Optimization exercise on an open flow, not production practice. RTL: at most simulated, not proved equivalent. Function not checked: runs 2 to 4 and 7. Power: default activity.

<file path="config.mk">
export PLATFORM = sky130hd
export DESIGN_NAME = fir_filter
export DESIGN_NICKNAME = fir_filter
export VERILOG_FILES = /design/flow/design.v
export SDC_FILE = /design/flow/constraint.sdc
export NUM_CORES = 4
export LEC_CHECK = 0
export CAP_MARGIN = 20
export CORE_MARGIN = 2
export CORE_UTILIZATION = 40
export SLEW_MARGIN = 20
</file>
<file path="constraint.sdc">
create_clock -name core_clock -period 12.0 [get_ports {clk}]
set_input_delay 2.4000 -clock core_clock [delete_from_list [all_inputs] [get_ports {clk}]]
set_output_delay 2.4000 -clock core_clock [all_outputs]
set_load 0.01 [all_outputs]
</file>
<file path="design.v">
package fir_pkg;
    localparam int TAPS = 64;
    localparam int DW   = 16;
    localparam int CW   = 16;
    localparam int OW   = DW + CW + $clog2(TAPS);
    localparam int IW   = $clog2(TAPS);
    typedef logic signed [DW-1:0] sample_t;
    typedef logic signed [CW-1:0] coeff_t;
    typedef logic signed [OW-1:0] acc_t;
    typedef enum logic [1:0] {
        IDLE,
        MAC,
        DONE
    } state_t;
endpackage
module fir_coeff_rom (
    input  logic [fir_pkg::IW-1:0]        idx,
    output logic signed [fir_pkg::CW-1:0] coeff
);
    always_comb begin
        case (idx)
            6'd0: coeff =  16'sd512;
            6'd1: coeff =  16'sd496;
            6'd2: coeff =  16'sd480;
            6'd3: coeff =  16'sd464;
            6'd4: coeff =  16'sd448;
            6'd5: coeff =  16'sd432;
            6'd6: coeff =  16'sd416;
            6'd7: coeff =  16'sd400;
            6'd8: coeff =  16'sd384;
            6'd9: coeff =  16'sd368;
            6'd10: coeff =  16'sd352;
            6'd11: coeff =  16'sd336;
            6'd12: coeff =  16'sd320;
            6'd13: coeff =  16'sd304;
            6'd14: coeff =  16'sd288;
            6'd15: coeff =  16'sd272;
            6'd16: coeff =  16'sd256;
            6'd17: coeff =  16'sd240;
            6'd18: coeff =  16'sd224;
            6'd19: coeff =  16'sd208;
            6'd20: coeff =  16'sd192;
            6'd21: coeff =  16'sd176;
            6'd22: coeff =  16'sd160;
            6'd23: coeff =  16'sd144;
            6'd24: coeff =  16'sd128;
            6'd25: coeff =  16'sd112;
            6'd26: coeff =  16'sd96;
            6'd27: coeff =  16'sd80;
            6'd28: coeff =  16'sd64;
            6'd29: coeff =  16'sd48;
            6'd30: coeff =  16'sd32;
            6'd31: coeff =  16'sd16;
            6'd32: coeff =  16'sd0;
            6'd33: coeff = -16'sd16;
            6'd34: coeff = -16'sd32;
            6'd35: coeff = -16'sd48;
            6'd36: coeff = -16'sd64;
            6'd37: coeff = -16'sd80;
            6'd38: coeff = -16'sd96;
            6'd39: coeff = -16'sd112;
            6'd40: coeff = -16'sd128;
            6'd41: coeff = -16'sd144;
            6'd42: coeff = -16'sd160;
            6'd43: coeff = -16'sd176;
            6'd44: coeff = -16'sd192;
            6'd45: coeff = -16'sd208;
            6'd46: coeff = -16'sd224;
            6'd47: coeff = -16'sd240;
            6'd48: coeff = -16'sd256;
            6'd49: coeff = -16'sd272;
            6'd50: coeff = -16'sd288;
            6'd51: coeff = -16'sd304;
            6'd52: coeff = -16'sd320;
            6'd53: coeff = -16'sd336;
            6'd54: coeff = -16'sd352;
            6'd55: coeff = -16'sd368;
            6'd56: coeff = -16'sd384;
            6'd57: coeff = -16'sd400;
            6'd58: coeff = -16'sd416;
            6'd59: coeff = -16'sd432;
            6'd60: coeff = -16'sd448;
            6'd61: coeff = -16'sd464;
            6'd62: coeff = -16'sd480;
            6'd63: coeff = -16'sd496;
            default: coeff = '0;
        endcase
    end
endmodule
module fir_filter (
    input  logic                          clk,
    input  logic                          rst,
    input  logic signed [fir_pkg::DW-1:0] FIR_input,
    input  logic                          input_valid,
    output logic signed [fir_pkg::OW-1:0] FIR_output,
    output logic                          output_valid
);
    localparam int TAPS = fir_pkg::TAPS;
    localparam int DW   = fir_pkg::DW;
    localparam int CW   = fir_pkg::CW;
    localparam int IW   = fir_pkg::IW;
    fir_pkg::state_t  state;
    fir_pkg::state_t  state_nxt;
    logic [IW-1:0]    idx;
    fir_pkg::sample_t delay [0:TAPS-1];
    fir_pkg::acc_t    acc;
    fir_pkg::coeff_t  coeff;
    logic signed [DW+CW-1:0] prod;
    fir_pkg::acc_t    prod_ext;
    fir_coeff_rom u_rom (
        .idx   (idx),
        .coeff (coeff)
    );
    assign prod     = delay[idx] * coeff;
    assign prod_ext = fir_pkg::acc_t'(prod);
    always_ff @(posedge clk) begin
        if (rst) begin
            state <= fir_pkg::IDLE;
        end else begin
            state <= state_nxt;
        end
    end
    always_comb begin
        state_nxt = state;
        case (state)
            fir_pkg::IDLE: if (input_valid) state_nxt = fir_pkg::MAC;
            fir_pkg::MAC:  if (idx == IW'(TAPS - 1)) state_nxt = fir_pkg::DONE;
            fir_pkg::DONE: state_nxt = fir_pkg::IDLE;
            default: state_nxt = fir_pkg::IDLE;
        endcase
    end
    always_ff @(posedge clk) begin
        if (rst) begin
            for (int k = 0; k < TAPS; k++) delay[k] <= '0;
            acc          <= '0;
            idx          <= '0;
            FIR_output   <= '0;
            output_valid <= 1'b0;
        end else begin
            output_valid <= 1'b0;
            case (state)
                fir_pkg::IDLE: begin
                    if (input_valid) begin
                        for (int k = TAPS - 1; k > 0; k--) delay[k] <= delay[k-1];
                        delay[0] <= FIR_input;
                        acc      <= '0;
                        idx      <= '0;
                    end
                end
                fir_pkg::MAC: begin
                    acc <= acc + prod_ext;
                    idx <= idx + IW'(1);
                end
                fir_pkg::DONE: begin
                    FIR_output   <= acc;
                    output_valid <= 1'b1;
                end
                default: ;
            endcase
        end
    end
endmodule
</file>
<file path="run.sh">
#!/bin/bash
# synth_recipe.tcl (not shown) runs the flow's synth.tcl, then flattens the netlist and writes it again
# the make line also repeats each setting of config.mk as NAME=value (left out here)
make -C /OpenROAD-flow-scripts/flow DESIGN_CONFIG=/design/flow/config.mk WORK_HOME=/design/flow/orfs CLKGATE_MAP_FILE= SYNTH_SCRIPT=/design/flow/synth_recipe.tcl finish
</file>
==> metrics.csv, run 1 <==
stage;metric;value;unit
global_routing;grt_start_max_net_pins;248;
synth;synth_mux_area_share;0.291;%
floorplanning;die_w;369;um
sta;setup_ws;1500;ps
pwr;p_sw;0.00209;W
synth;synth_top_area_share;41.6;%
detailed_routing;drt_pre_antenna_iters;6;
synth;synth-xor-area-share;0.444;%
setup_path;cp_slowest_stage_delay;910;ps
floorplanning;num_rows;133;
clocking;clk_pin_slew_worst_paths;60;ps
global_routing;grt_usage;28.1;%
detailed_routing;vias;48600;
pwr;intPower;0.00618;W
synth;syn_avg_cell_area;7.80;um^2
sta;rsz0062_at_grt;false;
floorplanning;die_y;369;um
synth;synth_top_flop_cell;dfxtp_1;
setup_path;arrival;11110;ps
setup_path;crit_type;reg2reg;
synth;synthCells;6827;
placed_design;io_buffers;53;
sta;slew_violations;0;
synth;synthArstFlopShare;0;%
setup_path;cpMostUsedCell;fa_1;
sta;finalHoldViolCount;0;
pwr;combPwrFrac;7.1;%
pwr;power_density;139;nW/um^2
global_routing;grt_pass1_vias;44400;
sta;relSlewSlack;7.80;%
setup_path;crit_slowest_cell;or2_1;
layout;finalNonFillerCells;8484;
clocking;cts_max_level;3;
detailed_routing;drtIter0Drc;6744;
layout;fillers;13200;
synth;yosys.area.top_type;dfxtp_1;
sta;tightest_slew;1380;ps
detailed_routing;viasPerCell;5.73;
placed_design;dp_hpwl;128;mm
synth;yosys.area_share.simple;22.3;%
floorplanning;start_util;40.4;%
floorplanning;core_area;132000;um^2
run;drv_cap;0;
layout;drive_gt1_share;6.94;%
clocking;clock_sinks;1108;
pwr;seq_power_share;44.9;%
detailed_routing;top_layer_used;met5;
status;status;no timing/DRC/antenna violations;
placed_design;pre_cts_ws;1670;ps
synth;yosys_warnings;3;
global_routing;grt_overflow;0;
synth;netlist_area;53300;um^2
synth;synth-edff-count;0;
placed_design;place_congestion;0.913;
detailed_routing;wl_per_cell;23.3;um
floorplanning;ios;58;
pwr;p_leak;21.6;nW
detailed_routing;drtAntennaViolNets;0;
clocking;cts_tree;yes;
clocking;cts_made_buffers;115;
setup_path;cp-end-kind;flip-flop;
layout;nNetsFinal;6966;
setup_path;critPathLaunchType;flip-flop;
clocking;post_cts_buffers;0;
pwr;power_frac_clock;48.0;%
synth;synthTopCellsByArea;dfxtp_1, nand2_1, a21oi_1, fa_1, a22oi_1;
clocking;worstSkewPairLatency;790;ps
sta;fmax;95.3;MHz
clocking;ctsResizeCount;0;
sta;totalNegativeSetupSlack;0;ps
synth;synthAdderAreaFrac;10.5;%
synth;synth_top_family_by_area;simple AND/OR/NAND/NOR gates;
detailed_routing;wl_met3;18.7;mm
setup_path;crit_fanout;35;
sta;min_period;10500;ps
pwr;sw_frac_of_total;25.3;%
clocking;root_buffer;clkbuf_16;
hold_path;hold_class;reg2reg;
floorplanning;dieArea;136000;um^2
synth;synth_seq_cells;1108;
synth;synth_cell_types;83;
sta;fin_crit_sh;87.5;%
clocking;cts_hold_buf;0;
sta;setup_viol_count_final;0;
global_routing;grt_pass1_wl;290;mm
detailed_routing;wl_met2;85.7;mm
global_routing;antenna_found_initial;7;
setup_path;required;12610;ps
placed_design;dp.cells;8263;
layout;area_growth_syn_to_layout;11.6;%
synth;ys_seq_area_share;41.6;%
sta;fin_skew;93.1;ps
detailed_routing;wl;197;mm
clocking;cts_buffer_depth;3;
synth;synth_compound_area_share;19.0;%
pwr;vdd_drop_max;0.134;mV
detailed_routing;drc;0;
detailed_routing;m1WireLength;82.2;mm
==> per-stage QoR <==
step	total power, W	hold WS [ps]	area (um^2)	util (%)
after detailed placement	0.00438	447	55200	41.9
final	0.00827	428	59500	45.1
after global routing	0.00852	469	59500	45.1
after global placement	0.00438	440	55200	41.9
after CTS	0.00831	427	59500	45.1
after floorplan	0.00422	432	53300	-
==> layout make-up <==
class	instances	area (um^2)	area share [%]
Multi-Input combinational cell	4925	28200	47.4
Sequential cell	1108	22200	37.3
Clock buffer	168	3370	5.66
Tap cell	1755	2200	3.69
Timing Repair Buffer	164	1490	2.51
Inverter	311	1170	1.96
Clock inverter	51	851	1.43
Antenna cell	2	5.00	0.00842
==> worst max-delay path: cells and delay by family, from the launching register on <==
kind	cells	cell delay, ps
flip-flops	1	310
adder cells (fa/ha/maj)	7	3180
buffers and inverters	5	840
multiplexers	1	910
AND/OR/NAND/NOR	7	3040
AO/OA/AOI/OAI	8	2060
==> cells in the mapped netlist, types with 62 or more instances <==
master,count
or2_2,62
a22oi_1,411
ha_1,114
and3_1,92
nor2_1,166
clkbuf_1,440
inv_1,311
a21oi_1,1109
fa_1,208
nand4_1,85
nand2_1,2248
dfxtp_1,1108
==> sequential cells by signal, summed over array words and instances, names as in the netlist <==
name / cells
delay: 1024
FIR_output: 34
acc: 34
coeff: 7
idx: 6
state: 2
output_valid: 1
==> power groups by stage <==
| stage | sequential [W] | combinational (W) | clock [W] |
|---|---|---|---|
| 2_1_floorplan | 0.00378 | 0.000440 | 0 |
| 3_3_place_gp | 0.00380 | 0.000578 | 0 |
| 3_5_place_dp | 0.00380 | 0.000580 | 0 |
| 4_1_cts | 0.00372 | 0.000581 | 0.00401 |
| 5_1_grt | 0.00372 | 0.000650 | 0.00415 |
| 6_report | 0.00372 | 0.000586 | 0.00397 |
==> placed cells by master, fill, tap and decap left out, types with 91 or more instances in the layout <==
| master | count |
|---|---|
| a21oi_1 | 1109 |
| nand2_1 | 2247 |
| nor2_1 | 103 |
| a22oi_1 | 411 |
| inv_1 | 311 |
| buf_4 | 101 |
| ha_1 | 114 |
| and3_1 | 91 |
| dfxtp_1 | 1106 |
| clkbuf_16 | 115 |
| fa_1 | 208 |
==> per-layer routing <==
| metal | global-route usage (%) | vias up |
|---|---|---|
| met4 | 13.1 | 8 |
| met2 | 42.3 | 2311 |
| met5 | 0 | - |
| met1 | 38.6 | 23300 |
| met3 | 5.60 | 528 |
| li1 | - | 22400 |
==> path summary, 6_finish.rpt <==
| kind | end | slack [ps] | start | cells after the start |
|---|---|---|---|---|
| setup / recovery | acc[36]$_SDFFE_PP0P_ | 1500 | idx[2]$_SDFFE_PP0P_ | 28 |
| hold / removal | delay[5][15]$_SDFFE_PP0P_ | 430 | delay[4][15]$_SDFFE_PP0P_ | 2 |
| setup reg to reg | acc[36]$_SDFFE_PP0P_ | 1500 | idx[2]$_SDFFE_PP0P_ | 28 |
| hold reg to reg | delay[5][15]$_SDFFE_PP0P_ | 430 | delay[4][15]$_SDFFE_PP0P_ | 2 |
==> logic make-up (layout without fill, tap and decap cells) <==
family,count (synthesis),in the layout
AND/OR/NAND/NOR,2852,2852
buffers and inverters,797,694
AO/OA/AOI/OAI,1705,1705
adder cells (fa/ha/maj),322,322
other,1,6
XOR/XNOR,27,27
multiplexers,15,15
flip-flops,1108,1108
Testbench counts, summed over its fixed seeds: cycles 158,408, items 2,400.
==> inputs of run 2 (changes only) <==
--- a/design.v
+++ b/design.v
@@ -95,68 +95,36 @@
     output logic signed [fir_pkg::OW-1:0] FIR_output,
     output logic                          output_valid
 );
+    localparam int DW   = fir_pkg::DW;
     localparam int TAPS = fir_pkg::TAPS;
-    localparam int DW   = fir_pkg::DW;
-    localparam int CW   = fir_pkg::CW;
-    localparam int IW   = fir_pkg::IW;
-    fir_pkg::state_t  state;
-    fir_pkg::state_t  state_nxt;
-    logic [IW-1:0]    idx;
-    fir_pkg::sample_t delay [0:TAPS-1];
-    fir_pkg::acc_t    acc;
-    fir_pkg::coeff_t  coeff;
-    logic signed [DW+CW-1:0] prod;
-    fir_pkg::acc_t    prod_ext;
-    fir_coeff_rom u_rom (
-        .idx   (idx),
-        .coeff (coeff)
-    );
-    assign prod     = delay[idx] * coeff;
-    assign prod_ext = fir_pkg::acc_t'(prod);
+    localparam int TW   = 26;                 
+    localparam int SW   = 22;                 
+    logic signed [DW-1:0]   d [0:TAPS-1];
+    logic [6:0]             cnt;              
+    logic signed [TW-1:0]   t;
+    logic signed [SW-1:0]   s;
+    logic signed [DW-1:0]   old;              
+    assign old = cnt[6] ? d[TAPS-1] : '0;
     always_ff @(posedge clk) begin
-        if (rst) begin
-            state <= fir_pkg::IDLE;
-        end else begin
-            state <= state_nxt;
+        if (input_valid) begin
+            d[0] <= FIR_input;
+            for (int k = 1; k < TAPS; k++) d[k] <= d[k-1];
         end
-    end
-    always_comb begin
-        state_nxt = state;
-        case (state)
-            fir_pkg::IDLE: if (input_valid) state_nxt = fir_pkg::MAC;
-            fir_pkg::MAC:  if (idx == IW'(TAPS - 1)) state_nxt = fir_pkg::DONE;
-            fir_pkg::DONE: state_nxt = fir_pkg::IDLE;
-            default: state_nxt = fir_pkg::IDLE;
-        endcase
     end
     always_ff @(posedge clk) begin
         if (rst) begin
-            for (int k = 0; k < TAPS; k++) delay[k] <= '0;
-            acc          <= '0;
-            idx          <= '0;
-            FIR_output   <= '0;
+            cnt          <= '0;
+            t            <= '0;
+            s            <= '0;
             output_valid <= 1'b0;
         end else begin
-            output_valid <= 1'b0;
-            case (state)
-                fir_pkg::IDLE: begin
-                    if (input_valid) begin
-                        for (int k = TAPS - 1; k > 0; k--) delay[k] <= delay[k-1];
-                        delay[0] <= FIR_input;
-                        acc      <= '0;
-                        idx      <= '0;
-                    end
-                end
-                fir_pkg::MAC: begin
-                    acc <= acc + prod_ext;
-                    idx <= idx + IW'(1);
-                end
-                fir_pkg::DONE: begin
-                    FIR_output   <= acc;
-                    output_valid <= 1'b1;
-                end
-                default: ;
-            endcase
+            output_valid <= input_valid;
+            if (input_valid) begin
+                if (!cnt[6]) cnt <= cnt + 7'd1;
+                t <= t - TW'(s) + (TW'(old) <<< 5) + (TW'(FIR_input) <<< 5);
+                s <= s - SW'(old) + SW'(FIR_input);
+            end
         end
     end
+    assign FIR_output = {{(fir_pkg::OW-TW-4){t[TW-1]}}, t, 4'b0000};
 endmodule
==> metrics.csv, run 2 <==
stage;metric;value;unit;change
clocking;root_buffer;clkbuf_16;;
sta;totalNegativeSetupSlack;0;ps;unchanged
floorplanning;num_rows;111;;-17%
placed_design;pre_cts_ws;5430;ps;+3760 ps
layout;final_common_cell;edfxtp_1;;
detailed_routing;wl;51.1;mm;-74%
setup_path;cp_slowest_stage_delay;810;ps;-100 ps
clocking;post_cts_buffers;0;;unchanged
synth;synthArstFlopShare;0;%;unchanged
synth;ys_seq_area_share;86.4;%;+45 points
pwr;intPower;0.00695;W;+12%
sta;setup_ws;6110;ps;+4610 ps
global_routing;grt_usage;10.9;%;-17 points
synth;syn_avg_cell_area;20.8;um^2;+170%
sta;slew_violations;0;;unchanged
synth;synth_top_area_share;83.3;%;+42 points
pwr;p_sw;0.00250;W;+20%
global_routing;grt_pass1_vias;14600;;-67%
pwr;seq_power_share;47.8;%;+2.9 points
sta;fin_crit_sh;49.1;%;-38 points
sta;tightest_slew;1100;ps;-288 ps
setup_path;crit_fanout;8;;-77%
hold_path;hold_depth;0;;-2
status;status;no timing/DRC/antenna violations;;
global_routing;grt_overflow;0;;unchanged
layout;nNetsFinal;2043;;-71%
synth;netlist_area;36900;um^2;-31%
hold_path;min_from;d[56][13]$_DFFE_PP_;;
floorplanning;core_area;91500;um^2;-31%
synth;yosys.area.top_type;edfxtp_1;;
pwr;vdd_drop_max;0.129;mV;-3.7%
detailed_routing;drtIter0Drc;1160;;-83%
detailed_routing;drt_pre_antenna_iters;5;;-1
layout;top_regs;d (1024), t (26), s (22);;
floorplanning;die_y;308;um;-17%
hold_path;hold_class;reg2reg;;
setup_path;arrival;6450;ps;-4660 ps
detailed_routing;vias;14600;;-70%
clocking;cts_buffer_depth;3;;unchanged
detailed_routing;drtAntennaViolNets;0;;unchanged
sta;min_period;5890;ps;-4610 ps
setup_path;timing.rr.end;t[25]$_SDFFE_PP0P_;;
pwr;combPwrFrac;19.1;%;+12 points
clocking;clk_pin_slew_worst_paths;60;ps;about the same
setup_path;cp-end-kind;flip-flop;;
pwr;power_density;224;nW/um^2;+61%
layout;drive_gt1_share;8.61;%;+1.7 points
floorplanning;start_util;40.3;%;-0.10 points
sta;finalHoldViolCount;0;;unchanged
placed_design;dp_hpwl;27.0;mm;-79%
layout;multiInputGateArea;4200;um^2;-85%
global_routing;grt_start_max_net_pins;205;;-17%
floorplanning;ios;58;;unchanged
sta;rsz0062_at_grt;false;;
layout;stdcell_area;42200;um^2;-29%
setup_path;critPathLaunchType;input pin;;
layout;final_cell_mix;edfxtp_1, inv_1, clkbuf_16;;
sta;hold_ws;398;ps;-30.0 ps
pwr;power_frac_clock;33.1;%;-15 points
detailed_routing;viasPerCell;4.60;;-20%
synth;synth_cell_types;59;;-29%
clocking;ctsResizeCount;0;;unchanged
layout;final-seq-area;31900;um^2;+44%
setup_path;crit_path_cell_trace;clkdlybuf4s50_1 -> inv_1 -> fa_1 -> inv_1 -> fa_1 -> ha_1 -> a21oi_1 -> o211ai_1 -> a211oi_1 -> o31a_1 -> o21ai_0 -> a21boi_1 -> mux2_1;;
synth;netlist_top_cells_count;edfxtp_1, inv_1, fa_1;;
setup_path;crit_slowest_cell;clkdlybuf4s50_1;;
placed_design;dpl_cell_area;38900;um^2;-30%
synth;synth_top_flop_cell;edfxtp_1;;
floorplanning;die_w;308;um;-17%
run;drv_cap;0;;unchanged
synth;synthCells;1770;;-74%
layout;regMostFlops;d;;
setup_path;required;12560;ps;-50 ps
setup_path;crit_type;in2reg;;
synth;synth_seq_cells;1080;;-2.5%
pwr;sw_frac_of_total;26.5;%;+1.2 points
synth;yosys_warnings;2;;-1
clocking;clock_sinks;1080;;-2.5%
synth;synth-edff-count;1024;;+1024
sta;fmax;170;MHz;+78%
detailed_routing;drc;0;;unchanged
placed_design;io_buffers;53;;unchanged
global_routing;antenna_found_initial;3;;-4
sta;fin_skew;23.9;ps;-69.2 ps
floorplanning;dieArea;94700;um^2;-30%
detailed_routing;wl_per_cell;16.1;um;-31%
layout;fillers;7520;;-43%
setup_path;reg2reg_from;cnt[6]$_SDFFE_PP0P_;;
layout;area_growth_syn_to_layout;14.4;%;
synth;yosysMostFrequentCell;edfxtp_1;;
sta;relSlewSlack;27.0;%;+19 points
sta;setup_viol_count_final;0;;unchanged
setup_path;reg2reg_depth;13;;-54%
hold_path;whs_endpoint;d[57][13]$_DFFE_PP_;;
clocking;cts_max_level;3;;unchanged
layout;largest_reg_flops;1024;;unchanged
clocking;cts_tree;yes;;
clocking;cts_hold_buf;0;;unchanged
synth;synthTopCellsByArea;edfxtp_1, fa_1, dfxtp_1, ha_1, inv_1;;
pwr;p_leak;15.1;nW;-30%
placed_design;place_congestion;0.781;;-15%
setup_path;r2r_setup_slack;7730;ps;+6230 ps
clocking;worstSkewPairLatency;680;ps;-110 ps
global_routing;grt_pass1_wl;81.3;mm;-72%
clocking;cts_made_buffers;100;;-13%
==> run 2: cell count changes after synthesis, sizes merged, moves of 60 or more <==
| cell | before | now |
|---|---|---|
| and3 | 92 | 2 |
| clkbuf | 440 | 16 |
| or2 | 63 | 3 |
| edfxtp | 0 | 1024 |
| fa | 208 | 62 |
| dfxtp | 1108 | 56 |
| nand2 | 2249 | 53 |
| a22oi | 411 | 0 |
| inv | 311 | 182 |
| nor2 | 167 | 47 |
| a21oi | 1109 | 37 |
| nand4 | 85 | 5 |
==> run 2: area by class of cell <==
cell class                 instances  share of cell area, %
antenna                            1                0.00593
clock buffer                     128                   6.30
clock inverter                    56                   1.54
inverter                         182                   1.62
multi-input combinational        479                   9.94
sequential                      1080                   75.5
tap                             1186                   3.52
timing repair buffer              62                   1.58
==> run 2: worst max path at each step <==
stage	from	endpoint	slack, ps
finish	FIR_input[15]	t[25]$_SDFFE_PP0P_	6110
global route	FIR_input[15]	t[25]$_SDFFE_PP0P_	5830
CTS	FIR_input[15]	t[25]$_SDFFE_PP0P_	6150
detailed placement	FIR_input[15]	t[25]$_SDFFE_PP0P_	5430
global placement	FIR_input[15]	t[25]$_SDFFE_PP0P_	5480
floorplan	FIR_input[5]	t[25]$_SDFFE_PP0P_	6490
==> run 2: power groups by stage <==
| stage | registers, W | clock network [W] | logic [W] |
|---|---|---|---|
| after floorplan | 0.00456 | 0 | 0.00131 |
| after global placement | 0.00459 | 0 | 0.00175 |
| after detailed placement | 0.00459 | 0 | 0.00180 |
| after CTS | 0.00452 | 0.00325 | 0.00181 |
| after global routing | 0.00454 | 0.00339 | 0.00204 |
| final | 0.00452 | 0.00313 | 0.00181 |
==> run 2: logic make-up after synthesis <==
family                     count (synthesis)  share of synthesized area (%)
and+or+nand+nor                          150                           1.88
DFF                                     1080                           86.4
AOI/OAI and AO/OA                        143                           2.57
adders and majority gates                119                           5.30
xor gates and xnor gates                  39                          0.926
muxes                                     24                          0.654
other                                      1                         0.0102
buffers and inverters                    214                           2.30
==> run 2: stage by stage <==
| stage | utilization (%) | std cells | power, W |
|---|---|---|---|
| 5_1_grt | 46.1 | 3173 | 0.00998 |
| 2_1_floorplan | - | 1773 | 0.00587 |
| 3_3_place_gp | 42.5 | 2988 | 0.00634 |
| 3_5_place_dp | 42.5 | 2988 | 0.00639 |
| 4_1_cts | 46.1 | 3172 | 0.00958 |
| 6_report | 46.1 | 3174 | 0.00945 |
==> run 2: metal layers <==
metal,routed length (um),vias to the layer above,part of all wire (%),track usage [%]
met5,25,-,0.049,0
met4,1360,4,2.7,4.00
met3,3180,116,6.2,3.72
met2,20900,247,41,14.3
met1,25700,7396,50,16.6
li1,-,6831,-,-
==> run 2: critical path: cells and delay by family <==
family	cells	cell delay (ps)
adders and majority gates	3	1450
buffers and inverters	3	1250
AOI/OAI and AO/OA	6	990
muxes	1	340
==> inputs of run 3 (changes only) <==
==> flow/run.sh (new file) <==
#!/bin/bash
# Standard layout, with timing repair aiming well past the required period.
set -euo pipefail
bash standard.sh SETUP_SLACK_MARGIN=8.5 finish > standard.log 2>&1
==> standard.sh (new file) <==
#!/bin/bash
# synth_recipe.tcl (not shown) runs the flow's synth.tcl, then flattens the netlist and writes it again
# the make line also repeats each setting of config.mk as NAME=value (left out here)
make -C /OpenROAD-flow-scripts/flow DESIGN_CONFIG=/design/flow/config.mk WORK_HOME=/design/flow/orfs CLKGATE_MAP_FILE= SYNTH_SCRIPT=/design/flow/synth_recipe.tcl "${@:-finish}"
--- a/config.mk
+++ b/config.mk
@@ -5,7 +5,8 @@
 export SDC_FILE = /design/flow/constraint.sdc
 export NUM_CORES = 4
 export LEC_CHECK = 0
+export ABC_CLOCK_PERIOD_IN_PS = 3000
 export CAP_MARGIN = 20
 export CORE_MARGIN = 2
-export CORE_UTILIZATION = 40
+export CORE_UTILIZATION = 60
 export SLEW_MARGIN = 20
removed: run.sh
==> metrics.csv, run 3 <==
stage;metric;value;unit;change
sta;fin_crit_sh;41.0;%;-8.1 points
floorplanning;core_area;60600;um^2;-34%
floorplanning;die_w;252;um;-18%
sta;tightest_slew;1200;ps;+102 ps
hold_path;hold_class;reg2reg;;
synth;yosys_warnings;2;;unchanged
global_routing;met2_usage;23.1;%;+8.8 points
detailed_routing;vias;15100;;+3.2%
synth;synth_top_area_share;83.3;%;unchanged
global_routing;grt_use_met3;3.08;%;-0.63 points
sta;rsz0062_at_grt;true;;
clocking;root_buffer;clkbuf_16;;
pwr;power;0.0106;W;+12%
detailed_routing;drtAntennaViolNets;0;;unchanged
sta;fin_skew;19.6;ps;-4.26 ps
synth;syn_avg_cell_area;20.8;um^2;unchanged
detailed_routing;viasPerCell;5.25;;+14%
pwr;power_density;241;nW/um^2;+7.6%
floorplanning;dieArea;63500;um^2;-33%
layout;top_regs;d (1024), t (26), s (22);;
sta;totalNegativeSetupSlack;0;ps;unchanged
global_routing;grt_pass1_wl;83.1;mm;+2.3%
setup_path;reg2reg_from;cnt[6]$_SDFFE_PP0P_;;
clocking;cts_hold_buf;0;;unchanged
clocking;clk_pin_slew_worst_paths;60;ps;about the same
synth;yosysMostFrequentCell;edfxtp_1;;
detailed_routing;drtIter0Drc;1128;;-2.8%
layout;drive_gt1_share;22.8;%;+14 points
clocking;cts_buffer_depth;3;;unchanged
setup_path;cp-startpoint;FIR_input[2];;
pwr;seq_power_share;42.7;%;-5.1 points
floorplanning;num_rows;90;;-19%
clocking;cts_max_level;3;;unchanged
setup_path;cp-end-kind;flip-flop;;
setup_path;crit_fanout;4;;-4
synth;netlist_area;36900;um^2;unchanged
floorplanning;die_y;252;um;-18%
synth;synth-edff-count;1024;;unchanged
pwr;p_sw;0.00287;W;+15%
layout;final_common_cell;edfxtp_1;;
run;drv_cap;0;;unchanged
synth;synth_seq_cells;1080;;unchanged
layout;regMostFlops;d;;
setup_path;arrival;5450;ps;-1000 ps
synth;synthArstFlopShare;0;%;unchanged
global_routing;grt_start_max_net_pins;221;;+7.8%
placed_design;dp_hpwl;26.8;mm;-0.64%
pwr;vdd_drop_max;0.186;mV;+44%
floorplanning;start_util;60.9;%;+21 points
synth;ys_seq_area_share;86.4;%;unchanged
pwr;sw_frac_of_total;27.1;%;+0.67 points
layout;nNetsFinal;2139;;+4.7%
synth;synth_top_flop_cell;edfxtp_1;;
synth;netlist_top_cells_count;edfxtp_1, inv_1, fa_1;;
layout;largest_reg_flops;1024;;unchanged
pwr;intPower;0.00771;W;+11%
detailed_routing;drt_pre_antenna_iters;4;;-1
layout;n_antenna_cell;0;;-1
pwr;power_frac_clock;30.4;%;-2.7 points
clocking;cts_tree;yes;;
sta;min_period;4920;ps;-966 ps
synth;synth_cell_types;59;;unchanged
placed_design;place_congestion;0.833;;+6.7%
clocking;clock_sinks;1080;;unchanged
sta;fmax;203;MHz;+20%
pwr;p_leak;16.0;nW;+6.0%
layout;area_growth_syn_to_layout;19.0;%;
hold_path;min_from;d[28][2]$_DFFE_PP_;;
clocking;worstSkewPairLatency;650;ps;-30 ps
synth;yosys.area.top_type;edfxtp_1;;
setup_path;crit_type;in2reg;;
placed_design;io_buffers;53;;unchanged
sta;finalHoldViolCount;0;;unchanged
global_routing;busiest_layer;met1;;
clocking;cts_made_buffers;103;;+3.0%
setup_path;critPathLaunchType;input pin;;
synth;synthCells;1770;;unchanged
sta;slew_violations;0;;unchanged
detailed_routing;wl_per_cell;18.7;um;+16%
setup_path;required;12530;ps;-30 ps
global_routing;grt_use_met1;27.3;%;+11 points
global_routing;grt_overflow;0;;unchanged
floorplanning;ios;58;;unchanged
synth;synthTopCellsByArea;edfxtp_1, fa_1, dfxtp_1, ha_1, inv_1;;
detailed_routing;drc;0;;unchanged
pwr;combPwrFrac;26.8;%;+7.7 points
sta;setup_viol_count_final;0;;unchanged
layout;final_cell_mix;edfxtp_1, inv_1, clkbuf_16;;
global_routing;antenna_found_initial;0;;-3
sta;relSlewSlack;20.2;%;-6.8 points
global_routing;grt_pass1_vias;15000;;+2.4%
status;status;no timing/DRC/antenna violations;;
detailed_routing;wl;53.5;mm;+4.6%
global_routing;grt_usage;17.0;%;+6.1 points
[run 3: cell counts after synthesis]
No cell type changed its count.
[run 3: cell families after synthesis]
logic type	count (synthesis)	share of synthesized area (%)
adder cells (fa/ha/maj)	119	5.30
flip-flops	1080	86.4
XOR/XNOR	39	0.926
multiplexers	24	0.654
other	1	0.0102
AO/OA/AOI/OAI	143	2.57
AND/OR/NAND/NOR	150	1.88
buffers and inverters	214	2.30
[run 3: worst max-delay path, cell delays in order]
cell and delay [ps]:
buf_12 110, fa_1 520, inv_1 50, fa_1 490
inv_2 50, ha_4 280, o21a_1 150, o31a_4 180
a41oi_4 150, o31a_1 270, or3_1 310, a21boi_1 160
mux2_1 330
[run 3: layout make-up]
class                           instances  area (um^2)
Inverter                              182          712
Multi-Input combinational cell        479         5140
Sequential cell                      1080        31900
Tap cell                              782          978
Clock buffer                          129         2730
Clock inverter                         60          693
Timing Repair Buffer                  155         1730
Fill cell                            3601        16700
[run 3: metrics by stage]
stage / area, um^2 / cells / utilization [%] / setup WS [ps] / hold WS (ps)
5_1_grt: 43900 / 2867 / 72.5 / 6890 / 402
6_report: 43900 / 2867 / 72.5 / 7080 / 402
3_3_place_gp: 38700 / 2586 / 63.9 / 5590 / 402
4_1_cts: 43400 / 2839 / 71.7 / 7080 / 400
3_5_place_dp: 38700 / 2586 / 63.9 / 5520 / 405
2_1_floorplan: 37200 / 1773 / - / 6690 / 400
[run 3: layer usage]
metal / up-vias / wire length (um)
li1: 7033 / -
met1: 7676 / 26900
met2: 250 / 23100
met3: 105 / 1720
met4: 0 / 1760
met5: - / 0
[run 3: timing repair]
action	CTS	global route
endpoints found under the hold margin	0	0
buffers inserted	60	27
setup endpoints to repair	886	353
gates cloned	4	1
gates resized for setup	407	78
pin swaps	64	60
[run 3: worst paths after layout]
| kind | slack, ps | endpoint | depth (start not counted) |
|---|---|---|---|
| max | 7080 | t[25]$_SDFFE_PP0P_ | 13 |
| min | 400 | d[29][2]$_DFFE_PP_ | 0 |
| max reg2reg | 7960 | t[25]$_SDFFE_PP0P_ | 11 |
| min reg2reg | 400 | d[29][2]$_DFFE_PP_ | 0 |
[run 3: power groups by stage]
stage | clock, W | sequential, W | combinational (W)
floorplan | 0 | 0.00456 | 0.00149
global placement | 0 | 0.00460 | 0.00190
detailed placement | 0 | 0.00460 | 0.00195
CTS | 0.00332 | 0.00452 | 0.00253
global route | 0.00346 | 0.00455 | 0.00310
finish | 0.00322 | 0.00452 | 0.00284
==> inputs of run 4 (changes only) <==
==> flow/run.sh (replaced) <==
#!/bin/bash
# Standard layout, with timing repair aiming well past the required period and
# a clock tree without dummy loads.
set -euo pipefail
bash standard.sh SETUP_SLACK_MARGIN=8.5 \
  "CTS_ARGS=-sink_clustering_enable -repair_clock_nets -dont_use_dummy_load -sink_clustering_size 25 -sink_clustering_max_diameter 80" \
  finish > standard.log 2>&1
==> metrics.csv, run 4 <==
stage;metric;value;unit;change
setup_path;cp-end-kind;flip-flop;;
layout;final_common_cell;edfxtp_1;;
sta;fmax;200;MHz;-1.6%
layout;area_growth_syn_to_layout;13.3;%;
setup_path;required;12440;ps;-90 ps
clocking;cts_buffer_depth;3;;unchanged
pwr;vdd_drop_max;0.167;mV;-9.9%
sta;hold_ws;354;ps;-48.0 ps
sta;min_period;5000;ps;+81.3 ps
layout;n_antenna_cell;0;;unchanged
sta;setup_viol_count_final;0;;unchanged
global_routing;grt_usage;16.5;%;-0.48 points
layout;fillers;3795;;+5.4%
synth;ys_seq_area_share;86.4;%;unchanged
synth;netlist_area;36900;um^2;unchanged
detailed_routing;drtIter0Drc;1131;;+0.27%
synth;synthCells;1770;;unchanged
setup_path;cp_slowest_stage_delay;490;ps;-30 ps
synth;synth_top_flop_cell;edfxtp_1;;
floorplanning;core_area;60600;um^2;unchanged
synth;synth_cell_types;59;;unchanged
sta;totalNegativeSetupSlack;0;ps;unchanged
clocking;root_buffer;clkbuf_16;;
detailed_routing;drtAntennaViolNets;0;;unchanged
setup_path;critPathLaunchType;input pin;;
synth;synth_seq_cells;1080;;unchanged
global_routing;grt_overflow;0;;unchanged
synth;yosys.area.top_type;edfxtp_1;;
placed_design;dp_hpwl;26.8;mm;unchanged
floorplanning;ios;58;;unchanged
sta;finalHoldViolCount;0;;unchanged
layout;top_regs;d (1024), t (26), s (22);;
layout;regMostFlops;d;;
synth;netlist_top_cells_count;edfxtp_1, inv_1, fa_1;;
pwr;intPower;0.00664;W;-14%
sta;fin_crit_sh;41.7;%;+0.68 points
placed_design;io_buffers;53;;unchanged
pwr;sw_frac_of_total;28.2;%;+1.1 points
clocking;cts_tree;yes;;
clocking;clk_pin_slew_worst_paths;90;ps;+30 ps
layout;largest_reg_flops;1024;;unchanged
floorplanning;dieArea;63500;um^2;unchanged
sta;fin_skew;88.8;ps;+69.2 ps
detailed_routing;wl_per_cell;19.1;um;+2.3%
detailed_routing;viasPerCell;5.35;;+1.9%
detailed_routing;drc;0;;unchanged
clocking;worstSkewPairLatency;630;ps;-20 ps
global_routing;grt_start_max_net_pins;221;;unchanged
pwr;seq_power_share;48.8;%;+6.1 points
clocking;cts_max_level;2;;-1
sta;slew_violations;0;;unchanged
setup_path;arrival;5440;ps;about the same
synth;syn_avg_cell_area;20.8;um^2;unchanged
layout;nNetsFinal;2088;;-2.4%
pwr;p_sw;0.00261;W;-9.2%
clocking;cts_made_buffers;53;;-49%
hold_path;hold_class;reg2reg;;
global_routing;antenna_found_initial;0;;unchanged
clocking;clock_sinks;1080;;unchanged
setup_path;crit_slowest_cell;fa_1;;
synth;synthArstFlopShare;0;%;unchanged
global_routing;grt_pass1_wl;80.9;mm;-2.6%
pwr;power;0.00925;W;-13%
placed_design;place_congestion;0.833;;unchanged
sta;relSlewSlack;25.2;%;+5.1 points
layout;fin_util;69.0;%;-3.5 points
clocking;cts_hold_buf;0;;unchanged
setup_path;crit_fanout;3;;-1
detailed_routing;wl;52.1;mm;-2.5%
synth;yosysMostFrequentCell;edfxtp_1;;
status;status;no timing/DRC/antenna violations;;
floorplanning;die_w;252;um;unchanged
synth;synth-edff-count;1024;;unchanged
detailed_routing;drt_pre_antenna_iters;5;;+1
layout;final_cell_mix;edfxtp_1, inv_1, fa_1;;
global_routing;grt_pass1_vias;14400;;-3.8%
pwr;power_frac_clock;19.6;%;-11 points
pwr;power_density;221;nW/um^2;-8.2%
layout;drive_gt1_share;19.9;%;-2.9 points
sta;rsz0062_at_grt;true;;
floorplanning;num_rows;90;;unchanged
detailed_routing;vias;14600;;-3.0%
run;drv_cap;0;;unchanged
synth;synthTopCellsByArea;edfxtp_1, fa_1, dfxtp_1, ha_1, inv_1;;
pwr;combPwrFrac;31.6;%;+4.8 points
pwr;p_leak;15.0;nW;-6.2%
setup_path;crit_type;in2reg;;
synth;yosys_warnings;2;;unchanged
synth;synth_top_area_share;83.3;%;unchanged
floorplanning;start_util;60.9;%;unchanged
sta;tightest_slew;1120;ps;-75.8 ps
setup_path;crit_path_cell_trace;buf_4 -> fa_1 -> inv_1 -> fa_1 -> inv_2 -> ha_4 -> nand2_4 -> o21ai_2 -> a21o_1 -> a21o_1 -> a41oi_4 -> o31a_1 -> or3_1 -> a21boi_1 -> mux2_1;;
floorplanning;die_y;252;um;unchanged
## run 4: cell counts after synthesis
Identical to the previous run, type by type.
## run 4: kinds of logic (layout without fill, tap and decap cells)
family                     Yosys count  count (layout)  share of synthesized area [%]
other                                1               4                         0.0102
DFF                               1080            1080                           86.4
muxes                               24              24                          0.654
buffers and inverters              214             388                           2.30
AOI/OAI and AO/OA                  143             143                           2.57
xor gates and xnor gates            39              39                          0.926
adders and majority gates          119             119                           5.30
and+or+nand+nor                    150             151                           1.88
## run 4: metal layers
metal	track usage (%)	up-vias	routed length [um]
li1	-	6835	-
met1	26.8	7476	26200
met2	23.0	207	22500
met3	2.42	101	1660
met4	6.09	0	1750
met5	0	-	0
## run 4: final cells by class
type | instances | area (um^2) | area share, %
clock buffers | 53 | 1330 | 3.17
flip-flops and latches | 1080 | 31900 | 76.4
well taps | 782 | 978 | 2.34
inverters | 182 | 712 | 1.70
multi-input cells | 480 | 5230 | 12.5
repair buffers | 153 | 1620 | 3.88
## run 4: worst paths after layout
| kind | from | endpoint | slack (ps) | cells past startpoint |
|---|---|---|---|---|
| worst max register to register | cnt[6]$_SDFFE_PP0P_ | t[25]$_SDFFE_PP0P_ | 7890 | 11 |
| worst min-delay path | d[61][13]$_DFFE_PP_ | d[62][13]$_DFFE_PP_ | 350 | 0 |
| worst min register to register | d[61][13]$_DFFE_PP_ | d[62][13]$_DFFE_PP_ | 350 | 0 |
| worst max-delay path | FIR_input[4] | t[25]$_SDFFE_PP0P_ | 7000 | 15 |
## run 4: power by group through the flow
stage / sequential (W) / combinational [W] / clock [W]
after floorplan: 0.00456 / 0.00149 / 0
after global placement: 0.00460 / 0.00190 / 0
after detailed placement: 0.00460 / 0.00195 / 0
after CTS: 0.00452 / 0.00251 / 0.00190
after global routing: 0.00454 / 0.00318 / 0.00200
final: 0.00451 / 0.00293 / 0.00181
## run 4: worst max-delay path: cells and delay by family
| family | cells | cell delay [ps] |
|---|---|---|
| muxes | 1 | 330 |
| AOI/OAI and AO/OA | 6 | 870 |
| buffers and inverters | 3 | 230 |
| adders and majority gates | 3 | 1240 |
| and+or+nand+nor | 2 | 360 |
## run 4: what timing repair did
action	CTS	global route
buffers inserted	53	31
cloned	6	1
gates resized for setup	388	92
pin swaps	63	78
setup endpoints to repair	911	54
## run 4: per-stage QoR
| stage | setup WS, ps | std cells | instance area (um^2) |
|---|---|---|---|
| 3_5_place_dp | 5520 | 2586 | 38700 |
| 3_3_place_gp | 5590 | 2586 | 38700 |
| 5_1_grt | 6840 | 2730 | 41800 |
| 6_report | 7000 | 2730 | 41800 |
| 4_1_cts | 6990 | 2698 | 41200 |
| 2_1_floorplan | 6690 | 1773 | 37200 |
==> inputs of run 5 (changes only) <==
--- a/design.v
+++ b/design.v
@@ -103,27 +103,29 @@
     logic [6:0]             cnt;              
     logic signed [TW-1:0]   t;
     logic signed [SW-1:0]   s;
+    logic                   empty;            
     logic signed [DW-1:0]   old;              
-    assign old = cnt[6] ? d[TAPS-1] : '0;
+    logic signed [TW-1:0]   a;                
+    logic signed [SW-1:0]   b;                
+    assign empty = (cnt == 7'd0);
+    assign old   = cnt[6] ? d[TAPS-1] : '0;
+    assign a     = empty ? '0 : t - TW'(s) + (TW'(old) <<< 5);
+    assign b     = empty ? '0 : s - SW'(old);
     always_ff @(posedge clk) begin
         if (input_valid) begin
             d[0] <= FIR_input;
             for (int k = 1; k < TAPS; k++) d[k] <= d[k-1];
+            t <= {a[TW-1:5] + (TW-5)'(FIR_input), a[4:0]};
+            s <= b + SW'(FIR_input);
         end
     end
     always_ff @(posedge clk) begin
         if (rst) begin
             cnt          <= '0;
-            t            <= '0;
-            s            <= '0;
             output_valid <= 1'b0;
         end else begin
             output_valid <= input_valid;
-            if (input_valid) begin
-                if (!cnt[6]) cnt <= cnt + 7'd1;
-                t <= t - TW'(s) + (TW'(old) <<< 5) + (TW'(FIR_input) <<< 5);
-                s <= s - SW'(old) + SW'(FIR_input);
-            end
+            if (input_valid && !cnt[6]) cnt <= cnt + 7'd1;
         end
     end
     assign FIR_output = {{(fir_pkg::OW-TW-4){t[TW-1]}}, t, 4'b0000};
==> metrics.csv, run 5 <==
stage;metric;value;unit;change
floorplanning;start_util;60.9;%;about the same
synth;ys_seq_area_share;85.7;%;-0.63 points
pwr;sw_frac_of_total;28.9;%;+0.71 points
synth;synth_cell_types;65;;+10%
floorplanning;die_y;255;um;+1.1%
clocking;cts_made_buffers;51;;-3.8%
global_routing;grt_overflow;0;;unchanged
detailed_routing;viasPerCell;5.49;;+2.6%
sta;fin_skew;82.5;ps;-6.33 ps
clocking;cts_tree;yes;;
placed_design;dp_hpwl;29.2;mm;+9.2%
clocking;cts_buffer_depth;3;;unchanged
synth;synthCells;1848;;+4.4%
detailed_routing;drc;0;;unchanged
setup_path;crit_path_cell_trace;clkdlybuf4s50_1 -> ha_1 -> and3_4 -> a221oi_2 -> nand2_1 -> a41o_1 -> a21oi_2 -> xor2_1 -> xnor2_1;;
sta;min_period;4730;ps;-271 ps
layout;fillers;3980;;+4.9%
setup_path;crit_type;in2reg;;
pwr;combPwrFrac;30.6;%;-1.0 points
clocking;cts_max_level;2;;unchanged
sta;tightest_slew;988;ps;-133 ps
pwr;vdd_drop_max;0.172;mV;+2.9%
pwr;p_leak;14.9;nW;-0.80%
pwr;power_density;219;nW/um^2;-1.1%
pwr;intPower;0.00658;W;-0.85%
floorplanning;core_area;61900;um^2;+2.2%
synth;netlist_top_cells_count;edfxtp_1, inv_1, ha_1;;
sta;slew_violations;0;;unchanged
detailed_routing;vias;15700;;+7.3%
sta;relSlewSlack;34.1;%;+8.9 points
clocking;worstSkewPairLatency;640;ps;about the same
setup_path;critPathLaunchType;input pin;;
placed_design;io_buffers;53;;unchanged
setup_path;crit_fanout;19;;+16
pwr;seq_power_share;50.2;%;+1.4 points
floorplanning;ios;58;;unchanged
setup_path;required;12340;ps;-100 ps
synth;synth_top_area_share;85.3;%;+2.0 points
layout;final_cell_mix;edfxtp_1, inv_1, nor2_1;;
clocking;cts_hold_buf;0;;unchanged
global_routing;grt_usage;16.5;%;+0.054 points
status;status;no timing/DRC/antenna violations;;
layout;largest_reg_flops;1024;;unchanged
layout;nNetsFinal;2156;;+3.3%
clocking;clk_pin_slew_worst_paths;100;ps;about the same
global_routing;grt_pass1_wl;82.4;mm;+1.7%
sta;fin_crit_sh;39.4;%;-2.3 points
layout;drive_gt1_share;15.9;%;-4.0 points
synth;syn_avg_cell_area;20.4;um^2;-2.1%
detailed_routing;wl_per_cell;18.8;um;-1.7%
synth;netlist_area;37700;um^2;+2.3%
synth;synth_top_flop_cell;edfxtp_1;;
floorplanning;die_w;255;um;+1.1%
floorplanning;dieArea;64900;um^2;+2.2%
floorplanning;num_rows;91;;+1.1%
layout;regMostFlops;d;;
layout;final_common_cell;edfxtp_1;;
sta;totalNegativeSetupSlack;0;ps;unchanged
detailed_routing;wl;53.6;mm;+2.8%
layout;area_growth_syn_to_layout;12.1;%;
setup_path;crit_slowest_cell;clkdlybuf4s50_1;;
detailed_routing;drtAntennaViolNets;0;;unchanged
run;drv_cap;0;;unchanged
setup_path;arrival;5070;ps;-370 ps
sta;rsz0062_at_grt;true;;
synth;synthTopCellsByArea;edfxtp_1, ha_1, fa_1, xnor2_1, inv_1;;
synth;yosys_warnings;2;;unchanged
placed_design;place_congestion;0.836;;+0.34%
clocking;root_buffer;clkbuf_16;;
layout;fin_util;68.3;%;-0.70 points
global_routing;grt_start_max_net_pins;183;;-17%
layout;n_antenna_cell;0;;unchanged
pwr;power;0.00926;W;+0.14%
setup_path;cp_slowest_stage_delay;870;ps;+380 ps
clocking;clock_sinks;1080;;unchanged
synth;synth-edff-count;1072;;+4.7%
sta;setup_viol_count_final;0;;unchanged
global_routing;grt_pass1_vias;15000;;+4.1%
layout;top_regs;d (1024), t (26), s (22);;
detailed_routing;drt_pre_antenna_iters;5;;unchanged
synth;synthArstFlopShare;0;%;unchanged
setup_path;r2r_setup_slack;7290;ps;-600 ps
pwr;p_sw;0.00268;W;+2.6%
setup_path;cp-end-kind;flip-flop;;
synth;yosysMostFrequentCell;edfxtp_1;;
sta;finalHoldViolCount;0;;unchanged
global_routing;antenna_found_initial;0;;unchanged
detailed_routing;drtIter0Drc;1445;;+28%
synth;yosys.area.top_type;edfxtp_1;;
synth;synth_seq_cells;1080;;unchanged
hold_path;hold_class;reg2reg;;
pwr;power_frac_clock;19.2;%;-0.4 points
sta;fmax;211;MHz;+5.7%
run 5: logic make-up after synthesis:
group / synth area share [%]
AO/OA/AOI/OAI: 3.90
buffers and inverters: 1.35
AND/OR/NAND/NOR: 2.80
adder cells (fa/ha/maj): 4.30
flip-flops: 85.7
XOR/XNOR: 1.86
other: 0.00994
multiplexers: 0.0531
run 5: power groups by stage:
stage	Combinational (W)	Clock, W	Sequential, W
after floorplan	0.00173	0	0.00469
after global placement	0.00221	0	0.00474
after detailed placement	0.00227	0	0.00474
after CTS	0.00260	0.00186	0.00465
after global routing	0.00310	0.00198	0.00468
final	0.00283	0.00178	0.00465
run 5: area by class of cell:
| class | count | area (um^2) | area share (%) |
|---|---|---|---|
| clock buffers | 51 | 1280 | 3.02 |
| inverters | 96 | 360 | 0.852 |
| multi-input cells | 648 | 5720 | 13.5 |
| flip-flops and latches | 1080 | 32400 | 76.5 |
| well taps | 837 | 1050 | 2.48 |
| repair buffers | 144 | 1550 | 3.67 |
run 5: what timing repair did:
action,CTS,global route
pin swaps,55,21
setup buffers,64,14
resized for setup,307,61
gates cloned,2,1
setup endpoints to repair,1038,467
run 5: path summary, 6_finish.rpt:
| kind | start | end | depth (start not counted) |
|---|---|---|---|
| min | d[13][7]$_DFFE_PP_ | d[14][7]$_DFFE_PP_ | 0 |
| max | FIR_input[15] | t[25]$_DFFE_PP_ | 9 |
| max reg2reg | cnt[6]$_SDFFE_PP0P_ | t[25]$_DFFE_PP_ | 22 |
| min reg2reg | d[13][7]$_DFFE_PP_ | d[14][7]$_DFFE_PP_ | 0 |
run 5: worst max-delay path: cells and delay by family:
kind | cells | cell delay (ps)
buf+inv | 1 | 870
fa+ha+maj | 1 | 620
compound gates | 3 | 600
simple gates | 2 | 320
xor+xnor | 2 | 260
run 5: per-stage QoR:
step                instances  hold slack [ps]  cell area, um^2  worst slack (ps)
floorplan                1851              400            38100              7350
global placement         2724              401            39600              6520
detailed placement       2724              405            39600              6460
CTS                      2841              321            41900              7340
global route             2856              336            42300              7080
finish                   2856              333            42300              7270
run 5: metal layers:
layer	share of wire [%]	vias up	wire [um]	GRT usage, %
met5	0	-	0	0
met4	2.3	0	1260	5.03
met3	4.7	85	2500	2.52
met2	42	338	22700	23.0
met1	51	7919	27100	27.3
li1	-	7349	-	-
Testbench counts of run 5, summed over its fixed seeds: cycles 2,408, items 2,400.
==> inputs of run 6 (changes only) <==
==> run.sh (new file) <==
#!/bin/bash
# synth_recipe.tcl (not shown) runs the flow's synth.tcl, then flattens the netlist and writes it again
# the make line also repeats each setting of config.mk as NAME=value (left out here)
make -C /OpenROAD-flow-scripts/flow DESIGN_CONFIG=/design/flow/config.mk WORK_HOME=/design/flow/orfs CLKGATE_MAP_FILE= SYNTH_SCRIPT=/design/flow/synth_recipe.tcl finish
--- a/config.mk
+++ b/config.mk
@@ -9,4 +9,7 @@
 export CAP_MARGIN = 20
 export CORE_MARGIN = 2
 export CORE_UTILIZATION = 60
+export CTS_CLUSTER_DIAMETER = 80
+export CTS_CLUSTER_SIZE = 25
+export SETUP_SLACK_MARGIN = 5
 export SLEW_MARGIN = 20
removed: flow/run.sh
removed: standard.sh
==> metrics.csv, run 6 <==
stage;metric;value;unit;change
clocking;cts_max_level;2;;unchanged
sta;slew_violations;0;;unchanged
detailed_routing;drc;0;;unchanged
pwr;power_density;214;nW/um^2;-2.1%
floorplanning;die_w;255;um;unchanged
status;status;no timing/DRC/antenna violations;;
setup_path;arrival;6180;ps;+1110 ps
layout;n_antenna_cell;0;;unchanged
floorplanning;num_rows;91;;unchanged
global_routing;grt_overflow;0;;unchanged
global_routing;antenna_found_initial;1;;+1
pwr;vdd_drop_max;0.163;mV;-5.2%
detailed_routing;wl_per_cell;18.3;um;-2.3%
layout;area_growth_syn_to_layout;8.19;%;
synth;netlist_top_cells_count;edfxtp_1, inv_1, ha_1;;
setup_path;crit_slowest_cell;dfxtp_1;;
global_routing;grt_usage;15.8;%;-0.69 points
detailed_routing;wl;51.3;mm;-4.2%
clocking;cts_tree;yes;;
setup_path;crit_path_cell_trace;nand2_1 -> fa_1 -> inv_1 -> ha_1 -> and3_1 -> o21a_1 -> o311ai_1 -> a21oi_1 -> o21ai_1 -> o21ai_0 -> a21oi_1 -> xor2_1 -> nor2_1 -> ha_1 -> and3_1 -> a221oi_1 -> nand2_1 -> a41o_1 -> a21oi_2 -> xor2_1 -> xnor2_1;;
synth;synthCells;1848;;unchanged
layout;nNetsFinal;2075;;-3.8%
pwr;p_leak;14.3;nW;-3.9%
layout;stdcell_area;40800;um^2;-3.5%
clocking;cts_hold_buf;0;;unchanged
run;drv_cap;0;;unchanged
layout;drive_gt1_share;4.74;%;-11 points
sta;min_period;5830;ps;+1090 ps
setup_path;cp_slowest_stage_delay;830;ps;-40 ps
clocking;clock_sinks;1080;;unchanged
clocking;root_buffer;clkbuf_16;;
setup_path;critPathLaunchType;flip-flop;;
clocking;post_cts_buffers;0;;-100%
sta;rsz0062_at_grt;false;;
floorplanning;core_area;61900;um^2;unchanged
setup_path;required;12350;ps;about the same
synth;synth_top_flop_cell;edfxtp_1;;
clocking;clk_pin_slew_worst_paths;90;ps;about the same
setup_path;cp-end-kind;flip-flop;;
synth;synthArstFlopShare;0;%;unchanged
synth;synth_top_area_share;85.3;%;unchanged
placed_design;dpl_cell_area;39300;um^2;-0.77%
detailed_routing;drt_pre_antenna_iters;5;;unchanged
layout;regMostFlops;d;;
setup_path;crit_type;reg2reg;;
clocking;cts_buffer_depth;3;;unchanged
floorplanning;ios;58;;unchanged
synth;ys_seq_area_share;85.7;%;unchanged
sta;relSlewSlack;26.5;%;-7.6 points
sta;tightest_slew;1100;ps;+115 ps
synth;yosys_warnings;2;;unchanged
global_routing;grt_start_max_net_pins;205;;+12%
sta;totalNegativeSetupSlack;0;ps;unchanged
clocking;cts_made_buffers;52;;+2.0%
synth;syn_avg_cell_area;20.4;um^2;unchanged
synth;synthTopCellsByArea;edfxtp_1, ha_1, fa_1, xnor2_1, inv_1;;
synth;synth_cell_types;65;;unchanged
sta;setup_viol_count_final;0;;unchanged
layout;top_regs;d (1024), t (26), s (22);;
detailed_routing;viasPerCell;5.43;;-1.1%
synth;netlist_area;37700;um^2;unchanged
synth;yosys.area.top_type;edfxtp_1;;
hold_path;hold_class;reg2reg;;
layout;final_cell_mix;edfxtp_1, inv_1, ha_1;;
layout;largest_reg_flops;1024;;unchanged
placed_design;place_congestion;0.831;;-0.63%
setup_path;crit_fanout;21;;+2
global_routing;grt_pass1_vias;14500;;-3.6%
synth;synth-edff-count;1072;;unchanged
placed_design;dp_hpwl;30.0;mm;+2.7%
layout;final_common_cell;edfxtp_1;;
synth;synth_seq_cells;1080;;unchanged
detailed_routing;drtIter0Drc;1300;;-10%
sta;fmax;172;MHz;-19%
floorplanning;die_y;255;um;unchanged
sta;fin_skew;36.8;ps;-45.7 ps
synth;yosysMostFrequentCell;edfxtp_1;;
sta;fin_crit_sh;48.5;%;+9.1 points
clocking;worstSkewPairLatency;620;ps;-20 ps
floorplanning;dieArea;64900;um^2;unchanged
floorplanning;start_util;60.9;%;unchanged
placed_design;io_buffers;53;;unchanged
global_routing;grt_pass1_wl;79.1;mm;-4.0%
detailed_routing;drtAntennaViolNets;0;;unchanged
detailed_routing;vias;15200;;-3.1%
clocking;ctsResizeCount;0;;-100%
sta;finalHoldViolCount;0;;unchanged
[run 6: changes by cell type in the layout (fill, tap and decap cells not counted), sizes merged]
cell | previous run | this run
inv | 96 | 102
bufbuf | 2 | 0
buf | 126 | 10
clkinvlp | 0 | 2
clkbuf | 53 | 65
dlygate4sd2 | 8 | 0
clkdlybuf4s50 | 5 | 52
clkinv | 0 | 2
clkdlybuf4s15 | 1 | 0
[run 6: final timing paths]
check	start	endpoint	slack (ps)	cells after the start
worst min-delay path	d[16][15]$_DFFE_PP_	d[17][15]$_DFFE_PP_	400	0
worst min register to register	d[16][15]$_DFFE_PP_	d[17][15]$_DFFE_PP_	400	0
worst max register to register	cnt[6]$_SDFFE_PP0P_	t[25]$_DFFE_PP_	6170	21
worst max-delay path	cnt[6]$_SDFFE_PP0P_	t[25]$_DFFE_PP_	6170	21
[run 6: worst max-delay path: cells and delay by family, from the launching register on]
family	cells	cell delay (ps)
AO/OA/AOI/OAI	9	2120
XOR/XNOR	3	430
adder cells (fa/ha/maj)	3	1240
buffers and inverters	1	50
flip-flops	1	830
AND/OR/NAND/NOR	5	880
[run 6: cells by family after synthesis]
family          Yosys count  share of synthesized area [%]
other cells               1                        0.00994
mux                       2                         0.0531
flops                  1080                           85.7
compound gates          220                           3.90
fa+ha+maj               116                           4.30
buf+inv                 123                           1.35
simple gates            226                           2.80
xor+xnor                 80                           1.86
[run 6: report_power, final]
| part | internal [W] | switching (W) | leakage [nW] | total [W] |
|---|---|---|---|---|
| Clock | 0.000831 | 0.00108 | 0.728 | 0.00191 |
| Sequential | 0.00451 | 0.000149 | 10.6 | 0.00466 |
| Combinational | 0.000930 | 0.00124 | 3.05 | 0.00217 |
| Total | 0.00627 | 0.00247 | 14.3 | 0.00874 |
[run 6: metrics by stage]
stage	instances	setup WS [ps]	total power, W	hold WS, ps	util, %
6_report	2798	6170	0.00874	398	65.9
5_1_grt	2798	5760	0.00925	393	65.9
4_1_cts	2798	6170	0.00884	402	65.9
3_5_place_dp	2723	6240	0.00690	405	63.4
3_3_place_gp	2723	6240	0.00686	400	63.4
2_1_floorplan	1851	6930	0.00628	400	-
[run 6: layout make-up]
type	count	area, um^2
sequential	1080	32400
fill	4114	21100
multi-input combinational	648	4890
clock buffer	65	1370
tap	837	1050
timing repair buffer	62	657
inverter	96	360
clock inverter	10	150
[run 6: metal layers]
layer | up-vias | GRT usage, % | share of wire (%)
li1 | 7213 | - | -
met1 | 7646 | 26.5 | 52
met2 | 265 | 21.7 | 41
met3 | 74 | 2.55 | 4.3
met4 | 0 | 4.44 | 2.1
met5 | - | 0 | 0
==> inputs of run 7 (changes only) <==
--- a/design.v
+++ b/design.v
@@ -111,12 +111,28 @@
     assign old   = cnt[6] ? d[TAPS-1] : '0;
     assign a     = empty ? '0 : t - TW'(s) + (TW'(old) <<< 5);
     assign b     = empty ? '0 : s - SW'(old);
+    logic [DW:0]          t_c, s_c;
+    logic [DW-1:0]        t_lo, s_lo;
+    logic [TW-DW-6:0]     t_hi;
+    logic [SW-DW-1:0]     s_hi;
+    logic [TW-DW-6:0]     a_up, a_dn;
+    logic [SW-DW-1:0]     b_up, b_dn;
+    assign a_up = a[TW-1:DW+5] + 1'b1;
+    assign a_dn = a[TW-1:DW+5] - 1'b1;
+    assign b_up = b[SW-1:DW] + 1'b1;
+    assign b_dn = b[SW-1:DW] - 1'b1;
+    assign t_c  = {1'b0, a[DW+4:5]} + {1'b0, FIR_input};
+    assign s_c  = {1'b0, b[DW-1:0]} + {1'b0, FIR_input};
+    assign t_lo = t_c[DW-1:0];
+    assign s_lo = s_c[DW-1:0];
+    assign t_hi = (t_c[DW] == FIR_input[DW-1]) ? a[TW-1:DW+5] : t_c[DW] ? a_up : a_dn;
+    assign s_hi = (s_c[DW] == FIR_input[DW-1]) ? b[SW-1:DW]   : s_c[DW] ? b_up : b_dn;
     always_ff @(posedge clk) begin
         if (input_valid) begin
             d[0] <= FIR_input;
             for (int k = 1; k < TAPS; k++) d[k] <= d[k-1];
-            t <= {a[TW-1:5] + (TW-5)'(FIR_input), a[4:0]};
-            s <= b + SW'(FIR_input);
+            t <= {t_hi, t_lo, a[4:0]};
+            s <= {s_hi, s_lo};
         end
     end
     always_ff @(posedge clk) begin
==> flow/run.sh (new file) <==
#!/bin/bash
# Standard layout, with timing repair aiming well past the required period and
# a clock tree without dummy loads.
set -euo pipefail
bash standard.sh SETUP_SLACK_MARGIN=8.5 \
  "CTS_ARGS=-sink_clustering_enable -repair_clock_nets -dont_use_dummy_load -sink_clustering_size 25 -sink_clustering_max_diameter 80" \
  finish > standard.log 2>&1
==> standard.sh (new file) <==
#!/bin/bash
# synth_recipe.tcl (not shown) runs the flow's synth.tcl, then flattens the netlist and writes it again
# the make line also repeats each setting of config.mk as NAME=value (left out here)
make -C /OpenROAD-flow-scripts/flow DESIGN_CONFIG=/design/flow/config.mk WORK_HOME=/design/flow/orfs CLKGATE_MAP_FILE= SYNTH_SCRIPT=/design/flow/synth_recipe.tcl "${@:-finish}"
==> config.mk (replaced) <==
export PLATFORM = sky130hd
export DESIGN_NAME = fir_filter
export DESIGN_NICKNAME = fir_filter
export VERILOG_FILES = /design/flow/design.v
export SDC_FILE = /design/flow/constraint.sdc
export NUM_CORES = 4
export LEC_CHECK = 0
export ABC_CLOCK_PERIOD_IN_PS = 1500
export CAP_MARGIN = 20
export CORE_MARGIN = 2
export CORE_UTILIZATION = 60
export SLEW_MARGIN = 20
removed: run.sh
==> metrics.csv, run 7 <==
stage;metric;value;unit;change
status;status;no timing/DRC/antenna violations;;
setup_path;cp-end-kind;flip-flop;;
placed_design;io_buffers;53;;unchanged
synth;synth_cell_types;71;;+9.2%
floorplanning;ios;58;;unchanged
hold_path;whs_endpoint;d[8][15]$_DFFE_PP_;;
detailed_routing;drtAntennaViolNets;0;;unchanged
clocking;cts_max_level;2;;unchanged
sta;setup_viol_count_final;0;;unchanged
layout;area_growth_syn_to_layout;12.8;%;
layout;largest_reg_flops;1024;;unchanged
detailed_routing;viasPerCell;5.44;;+0.19%
synth;synth_top_area_share;86.0;%;+0.66 points
setup_path;required;12340;ps;about the same
placed_design;pre_cts_ws;5740;ps;-494 ps
sta;relSlewSlack;39.1;%;+13 points
pwr;power_density;220;nW/um^2;+2.8%
sta;fin_skew;101;ps;+64.4 ps
setup_path;arrival;5730;ps;-450 ps
setup_path;crit_fanout;6;;-71%
synth;yosysMostFrequentCell;edfxtp_1;;
synth;synthArstFlopShare;0;%;unchanged
sta;min_period;5390;ps;-432 ps
global_routing;grt_start_max_net_pins;203;;-0.98%
floorplanning;die_w;254;um;-0.38%
hold_path;hold_depth;0;;unchanged
layout;n_antenna_cell;0;;unchanged
layout;final_common_cell;edfxtp_1;;
setup_path;reg2reg_depth;27;;+29%
detailed_routing;vias;15300;;+0.51%
setup_path;r2r_setup_slack;6610;ps;+430 ps
global_routing;grt_pass1_wl;82.0;mm;+3.7%
synth;synth_seq_cells;1080;;unchanged
synth;ys_seq_area_share;86.4;%;+0.66 points
clocking;clock_sinks;1080;;unchanged
synth;netlist_top_cells_count;edfxtp_1, inv_1, ha_1;;
setup_path;reg2reg_from;cnt[6]$_SDFFE_PP0P_;;
layout;nNetsFinal;2104;;+1.4%
floorplanning;start_util;60.7;%;-0.24 points
clocking;cts_made_buffers;51;;-1.9%
layout;drive_gt1_share;17.5;%;+13 points
detailed_routing;drc;0;;unchanged
floorplanning;dieArea;64400;um^2;-0.75%
sta;setup_ws;6610;ps;+432 ps
detailed_routing;drt_pre_antenna_iters;5;;unchanged
global_routing;antenna_found_initial;0;;-1
clocking;clk_pin_slew_worst_paths;90;ps;about the same
pwr;power_frac_clock;19.1;%;-2.7 points
sta;rsz0062_at_grt;true;;
synth;yosys.area.top_type;edfxtp_1;;
sta;tightest_slew;914;ps;-189 ps
clocking;worstSkewPairLatency;640;ps;+20 ps
pwr;intPower;0.00667;W;+6.3%
pwr;p_sw;0.00263;W;+6.4%
sta;hold_ws;338;ps;-59.4 ps
layout;final_cell_mix;edfxtp_1, inv_1, nor2_1;;
sta;totalNegativeSetupSlack;0;ps;unchanged
pwr;vdd_drop_max;0.196;mV;+20%
synth;netlist_area;37400;um^2;-0.77%
layout;regMostFlops;d;;
sta;fin_crit_sh;44.9;%;-3.6 points
synth;yosys_warnings;2;;unchanged
synth;synthTopCellsByArea;edfxtp_1, ha_1, fa_1, xnor2_1, inv_1;;
sta;fmax;185;MHz;+8.0%
global_routing;grt_usage;16.5;%;+0.68 points
pwr;seq_power_share;49.9;%;-3.4 points
global_routing;grt_overflow;0;;unchanged
sta;finalHoldViolCount;0;;unchanged
floorplanning;core_area;61700;um^2;-0.37%
setup_path;timing.rr.end;t[24]$_DFFE_PP_;;
pwr;sw_frac_of_total;28.2;%;about the same
[run 7: routing by layer]
layer / up-vias / part of all wire (%) / GRT usage [%] / wire length [um]
met5: - / 0 / 0 / 0
met4: 0 / 2.3 / 4.44 / 1230
met3: 84 / 3.9 / 2.58 / 2090
met2: 238 / 42 / 22.9 / 22600
met1: 7809 / 52 / 27.5 / 27800
li1: 7145 / - / - / -
[run 7: per-stage QoR]
step                      power (W)  utilization (%)  cells  cell area [um^2]
after floorplan             0.00626                -   1780             37700
after global placement      0.00680             63.6   2657             39300
after detailed placement    0.00685             63.6   2657             39300
after CTS                   0.00912             67.6   2786             41700
after global routing        0.00980             68.5   2807             42200
final                       0.00930             68.5   2807             42200
[run 7: worst max-delay path, stage by stage (launching register included)]
cell and delay, ps:
dfxtp_2 320, buf_6 120, and2_4 170, fa_1 490, ha_4 310, buf_4 110, buf_6 90, o21ai_4 50
a211oi_2 230, o31ai_2 120, buf_4 150, and2_4 150, nor2b_4 110, o21ai_2 60, a211oi_2 230, ha_1 280
a21o_1 210, a31o_4 210, a221o_1 360, a21boi_2 160, a21oi_2 80, inv_2 90, ha_4 200, nand3_1 80
mux2i_1 80, or3_1 330, a32o_1 230, xnor2_1 120
[run 7: repair_timing]
item                       4_1_cts  5_1_grt
resized for setup              300       81
gates cloned                     2        3
buffers inserted                76       18
pin swaps                       60       44
setup endpoints to repair      920      739
[run 7: worst max-delay path by stage]
stage                                   start  cells past startpoint               to  slack, ps
after global routing      cnt[6]$_SDFFE_PP0P_                     29  t[25]$_DFFE_PP_       6380
final                     cnt[6]$_SDFFE_PP0P_                     27  t[24]$_DFFE_PP_       6610
after global placement           FIR_input[0]                     16  t[24]$_DFFE_PP_       5780
after CTS                 cnt[6]$_SDFFE_PP0P_                     24  t[24]$_DFFE_PP_       6640
after floorplan                  FIR_input[0]                     15  t[24]$_DFFE_PP_       6600
after detailed placement         FIR_input[0]                     16  t[24]$_DFFE_PP_       5740
[run 7: power groups by stage]
stage / combinational, W / sequential (W) / clock, W
floorplan: 0.00157 / 0.00469 / 0
global placement: 0.00206 / 0.00473 / 0
detailed placement: 0.00211 / 0.00474 / 0
CTS: 0.00261 / 0.00465 / 0.00186
global route: 0.00316 / 0.00467 / 0.00196
finish: 0.00288 / 0.00464 / 0.00178
[run 7: final cells by class]
| type | count | area (um^2) |
|---|---|---|
| Inverter | 88 | 330 |
| Timing Repair Buffer | 162 | 1720 |
| Fill cell | 3995 | 19500 |
| Tap cell | 837 | 1050 |
| Clock buffer | 51 | 1280 |
| Sequential cell | 1080 | 32400 |
| Multi-Input combinational cell | 589 | 5520 |
[run 7: logic make-up after synthesis]
kind of cell	count (synthesis)	synth area share, %
compound gates	181	3.39
other cells	1	0.0100
fa+ha+maj	113	4.30
buf+inv	111	1.23
xor+xnor	76	1.78
simple gates	210	2.76
flops	1080	86.4
mux	5	0.134
